Context: an optimization exercise on an open-source flow, tuned for small area and a short achievable clock period. The choices shown serve that exercise and are no tape-out recipe. The RTL was checked by simulation tests, not by an equivalence proof against the original design. Power figures rest on the tool's default switching activity, not on a simulated workload. No driver is modelled on the clock port, so clocking that relies on it looks cheaper here than on a real chip.

old:
// adc_circ_buffer
module adc_circ_buffer
#(
  parameter int DATA_W    = adc_pkg::ADC_DATA_W,
  parameter int ADDR_W    = adc_pkg::ADC_ADDR_W,
  parameter int POST_TRIG = 192
) (
  input  logic              FASTCLK,
  input  logic              RESET_n,
  input  logic [DATA_W-1:0] IN_DATA,
  input  logic              IN_WE,
  input  logic              ARM,
  input  logic              TRIG,
  input  logic              RD_READY,
  output logic [DATA_W-1:0] RD_DATA,
  output logic              RD_VALID,
  output logic              RD_LAST,
  output logic [ADDR_W-1:0] TRIG_ADDR,
  output logic              BUSY,
  output logic              TRIG_LOST
);
==> module circ_ram, before the edit <==
module circ_ram
#(
  parameter int DATA_W = adc_pkg::ADC_DATA_W,
  parameter int DEPTH  = 255
) (
  input  logic              clk_i,
  input  logic              shift_i,
  input  logic              hold_i,
  input  logic [DATA_W-1:0] wdata_i,
  output logic [DATA_W-1:0] tail_o,
  output logic [DATA_W-1:0] tail1_o
);
  logic [DATA_W-1:0] sr_q [DEPTH];
  always_ff @(posedge clk_i) begin
    sr_q[0] <= ~(({DATA_W{shift_i}} | sr_q[0]) & ({DATA_W{hold_i}} | wdata_i));
    for (int i = 1; i < DEPTH; i++) begin
      sr_q[i] <= ~(({DATA_W{shift_i}} | sr_q[i]) & ({DATA_W{hold_i}} | sr_q[i-1]));
    end
  end
  assign tail_o  = sr_q[DEPTH-1];
  assign tail1_o = sr_q[DEPTH-2];
endmodule
==> module adc_circ_buffer, before the edit <==
module adc_circ_buffer
#(
  parameter int DATA_W    = adc_pkg::ADC_DATA_W,
  parameter int ADDR_W    = adc_pkg::ADC_ADDR_W,
  parameter int POST_TRIG = 192
) (
  input  logic              FASTCLK,
  input  logic              RESET_n,
  input  logic [DATA_W-1:0] IN_DATA,
  input  logic              IN_WE,
  input  logic              ARM,
  input  logic              TRIG,
  input  logic              RD_READY,
  output logic [DATA_W-1:0] RD_DATA,
  output logic              RD_VALID,
  output logic              RD_LAST,
  output logic [ADDR_W-1:0] TRIG_ADDR,
  output logic              BUSY,
  output logic              TRIG_LOST
);
  localparam int DEPTH = 1 << ADDR_W;
  localparam int PRE   = DEPTH - POST_TRIG;
  localparam logic [ADDR_W-1:0] PRE_END  = ADDR_W'(PRE - 1);
  localparam logic [ADDR_W-1:0] POST_END = ADDR_W'(POST_TRIG - 1);
  localparam logic [ADDR_W-1:0] RD_END   = ADDR_W'(DEPTH - 2);
  logic s_fill_q, s_armed_q, s_post_q, s_read_q, busy_q;
  logic s_fill_d, s_armed_d, s_post_d, s_read_d, busy_d;
  logic [ADDR_W-1:0] wr_ptr_q, wr_ptr_d;
  logic [ADDR_W-1:0] trig_addr_q, trig_addr_d;
  logic [ADDR_W-1:0] cnt_q, cnt_d;
  logic              trig_lost_q, trig_lost_d;
  logic              rd_valid_q, rd_valid_d;
  logic              rd_last_q, rd_last_d;
  logic              rv_q, rv_d;
  logic              last_q, last_d;
  logic              idle;
  logic [DATA_W-1:0] rd_data_q, rd_data_d;
  logic [DATA_W-1:0] wd_q;
  logic              shift_q, hold_q;
  logic              pend_q;
  logic              pol_q;
  logic [DATA_W-1:0] sr_next;
  logic              wr_en;
  logic              xfer;
  logic [DATA_W-1:0] sr_tail, sr_tail1;
  assign wr_en = IN_WE && (s_fill_q || s_armed_q || s_post_q);
  assign xfer  = rv_q && RD_READY;
  assign idle  = !(s_fill_q || s_armed_q || s_post_q || s_read_q);
  circ_ram #(
    .DATA_W(DATA_W),
    .DEPTH (DEPTH - 1)
  ) u_ram (
    .clk_i  (FASTCLK),
    .shift_i(shift_q),
    .hold_i (hold_q),
    .wdata_i(wd_q),
    .tail_o (sr_tail),
    .tail1_o(sr_tail1)
  );
  always_ff @(posedge FASTCLK) begin
    pol_q   <= RESET_n && !pol_q;
    wd_q    <= IN_DATA ^ {DATA_W{!pol_q}};
    shift_q <= wr_en || xfer;
    hold_q  <= !(wr_en || xfer);
    pend_q  <= xfer;
  end
  always_comb begin
    s_fill_d    = s_fill_q;
    s_armed_d   = s_armed_q;
    s_post_d    = s_post_q;
    s_read_d    = s_read_q;
    wr_ptr_d    = wr_en ? wr_ptr_q + 1'b1 : wr_ptr_q;
    trig_addr_d = trig_addr_q;
    cnt_d       = cnt_q;
    trig_lost_d = trig_lost_q;
    if (idle) begin
      if (ARM) begin
        s_fill_d    = 1'b1;
        cnt_d       = '0;
        trig_lost_d = 1'b0;
      end
    end
    if (s_fill_q) begin
      if (TRIG) trig_lost_d = 1'b1;
      if (IN_WE) begin
        cnt_d = cnt_q + 1'b1;
        if (cnt_q == PRE_END) begin
          s_fill_d  = 1'b0;
          s_armed_d = 1'b1;
        end
      end
    end
    if (s_armed_q) begin
      if (TRIG) begin
        s_armed_d   = 1'b0;
        s_post_d    = 1'b1;
        trig_addr_d = wr_ptr_q;
        cnt_d       = {{(ADDR_W-1){1'b0}}, IN_WE};
      end
    end
    if (s_post_q) begin
      if (IN_WE) begin
        cnt_d = cnt_q + 1'b1;
        if (cnt_q == POST_END) begin
          s_post_d = 1'b0;
          s_read_d = 1'b1;
          cnt_d    = '0;
        end
      end
    end
    if (s_read_q) begin
      if (xfer) begin
        cnt_d = cnt_q + 1'b1;
        if (last_q) s_read_d = 1'b0;
      end
    end
  end
  assign busy_d     = s_fill_d || s_armed_d || s_post_d || s_read_d;
  assign sr_next    = (pend_q ? sr_tail1 : sr_tail) ^ {DATA_W{pol_q}};
  assign rd_valid_d = s_read_q && !(xfer && last_q);
  assign rd_last_d  = s_read_q && (xfer ? (cnt_q == RD_END) : rd_last_q);
  assign rv_d       = s_read_q && s_read_d;
  assign last_d     = s_read_q && ((RD_READY && rv_q) ? (cnt_q == RD_END) : last_q);
  assign rd_data_d  = (s_read_q && (!rv_q || RD_READY)) ?
                      (last_q ? '0 : sr_next) : rd_data_q;
  always_ff @(posedge FASTCLK) begin
    if (!RESET_n) begin
      s_fill_q    <= 1'b0;
      s_armed_q   <= 1'b0;
      s_post_q    <= 1'b0;
      s_read_q    <= 1'b0;
      busy_q      <= 1'b0;
      wr_ptr_q    <= '0;
      trig_addr_q <= '0;
      cnt_q       <= '0;
      trig_lost_q <= 1'b0;
      rd_valid_q  <= 1'b0;
      rd_last_q   <= 1'b0;
      rv_q        <= 1'b0;
      last_q      <= 1'b0;
      rd_data_q   <= '0;
    end else begin
      s_fill_q    <= s_fill_d;
      s_armed_q   <= s_armed_d;
      s_post_q    <= s_post_d;
      s_read_q    <= s_read_d;
      busy_q      <= busy_d;
      wr_ptr_q    <= wr_ptr_d;
      trig_addr_q <= trig_addr_d;
      cnt_q       <= cnt_d;
      trig_lost_q <= trig_lost_d;
      rd_valid_q  <= rd_valid_d;
      rd_last_q   <= rd_last_d;
      rv_q        <= rv_d;
      last_q      <= last_d;
      rd_data_q   <= rd_data_d;
    end
  end
  assign RD_VALID  = rd_valid_q;
  assign RD_DATA   = rd_data_q;
  assign RD_LAST   = rd_last_q;
  assign TRIG_ADDR = trig_addr_q;
  assign BUSY      = busy_q;
  assign TRIG_LOST = trig_lost_q;
endmodule
Settings: LEC_CHECK=0, CAP_MARGIN=20, CORE_MARGIN=2, CORE_UTILIZATION=80, CTS_CLUSTER_DIAMETER=100, CTS_CLUSTER_SIZE=30, SETUP_SLACK_MARGIN=3.8, SLEW_MARGIN=20; clock period 6.0 ns.
run.sh (not shown) runs the stock make flow with config.mk's settings and CLKGATE_MAP_FILE= SYNTH_SCRIPT=/design/flow/synth_recipe.tcl, a recipe that flattens the netlist after the stock synthesis.
Setup changes, old to new
--- a/flow/design.v
+++ b/flow/design.v
@@ -27,9 +27,9 @@
 );
   logic [DATA_W-1:0] sr_q [DEPTH];
   always_ff @(posedge clk_i) begin
-    sr_q[0] <= ~(({DATA_W{shift_i}} | sr_q[0]) & ({DATA_W{hold_i}} | wdata_i));
+    sr_q[0] <= (wdata_i & {DATA_W{shift_i}}) | (sr_q[0] & {DATA_W{hold_i}});
     for (int i = 1; i < DEPTH; i++) begin
-      sr_q[i] <= ~(({DATA_W{shift_i}} | sr_q[i]) & ({DATA_W{hold_i}} | sr_q[i-1]));
+      sr_q[i] <= (sr_q[i-1] & {DATA_W{shift_i}}) | (sr_q[i] & {DATA_W{hold_i}});
     end
   end
   assign tail_o  = sr_q[DEPTH-1];
@@ -75,8 +75,6 @@
   logic [DATA_W-1:0] wd_q;
   logic              shift_q, hold_q;
   logic              pend_q;
-  logic              pol_q;
-  logic [DATA_W-1:0] sr_next;
   logic              wr_en;
   logic              xfer;
   logic [DATA_W-1:0] sr_tail, sr_tail1;
@@ -95,8 +93,7 @@
     .tail1_o(sr_tail1)
   );
   always_ff @(posedge FASTCLK) begin
-    pol_q   <= RESET_n && !pol_q;
-    wd_q    <= IN_DATA ^ {DATA_W{!pol_q}};
+    wd_q    <= IN_DATA;
     shift_q <= wr_en || xfer;
     hold_q  <= !(wr_en || xfer);
     pend_q  <= xfer;
@@ -153,13 +150,12 @@
     end
   end
   assign busy_d     = s_fill_d || s_armed_d || s_post_d || s_read_d;
-  assign sr_next    = (pend_q ? sr_tail1 : sr_tail) ^ {DATA_W{pol_q}};
   assign rd_valid_d = s_read_q && !(xfer && last_q);
   assign rd_last_d  = s_read_q && (xfer ? (cnt_q == RD_END) : rd_last_q);
   assign rv_d       = s_read_q && s_read_d;
   assign last_d     = s_read_q && ((RD_READY && rv_q) ? (cnt_q == RD_END) : last_q);
   assign rd_data_d  = (s_read_q && (!rv_q || RD_READY)) ?
-                      (last_q ? '0 : sr_next) : rd_data_q;
+                      (last_q ? '0 : (pend_q ? sr_tail1 : sr_tail)) : rd_data_q;
   always_ff @(posedge FASTCLK) begin
     if (!RESET_n) begin
       s_fill_q    <= 1'b0;
[summary]
- On fraction of power spent switching nets, the lower figure sits with new, not old.
- The final sequential cell count was comparable across old and new.
- Diff old -> new: total sequential power saw a decrease, worst hold slack saw an increase, final cell count saw an increase, power share of the clock group saw an increase.
- Comparing old and new, the higher sequential share of power is on old.
- | via count | new vs old | worse |

port drivers added, routing unchanged:
Ports are ideal in the flow. The routed layouts listed here were re-timed in OpenROAD.
Step 1: set_driving_cell puts a clkbuf_16 on FASTCLK and a buf_2 on each other input, an assumption about the parent block.
Step 2 also shifts input and output timing later by t, the mid clock arrival at the registers, as if the neighbouring blocks saw the same clock.
Three values: no drivers, after step 1, after step 2; two values: the first two.
run | t, ns | setup slack, ns | cell pins on the clock port's net
old | 0.786 | 3.535 / 3.464 / 3.134 | 1
new | 0.807 | 3.551 / 3.478 / 2.975 | 1
After both steps every run listed still meets setup and hold. The setup slack of new, which loses most, moves by -0.073 ns with the drivers and by -0.576 ns with both steps.
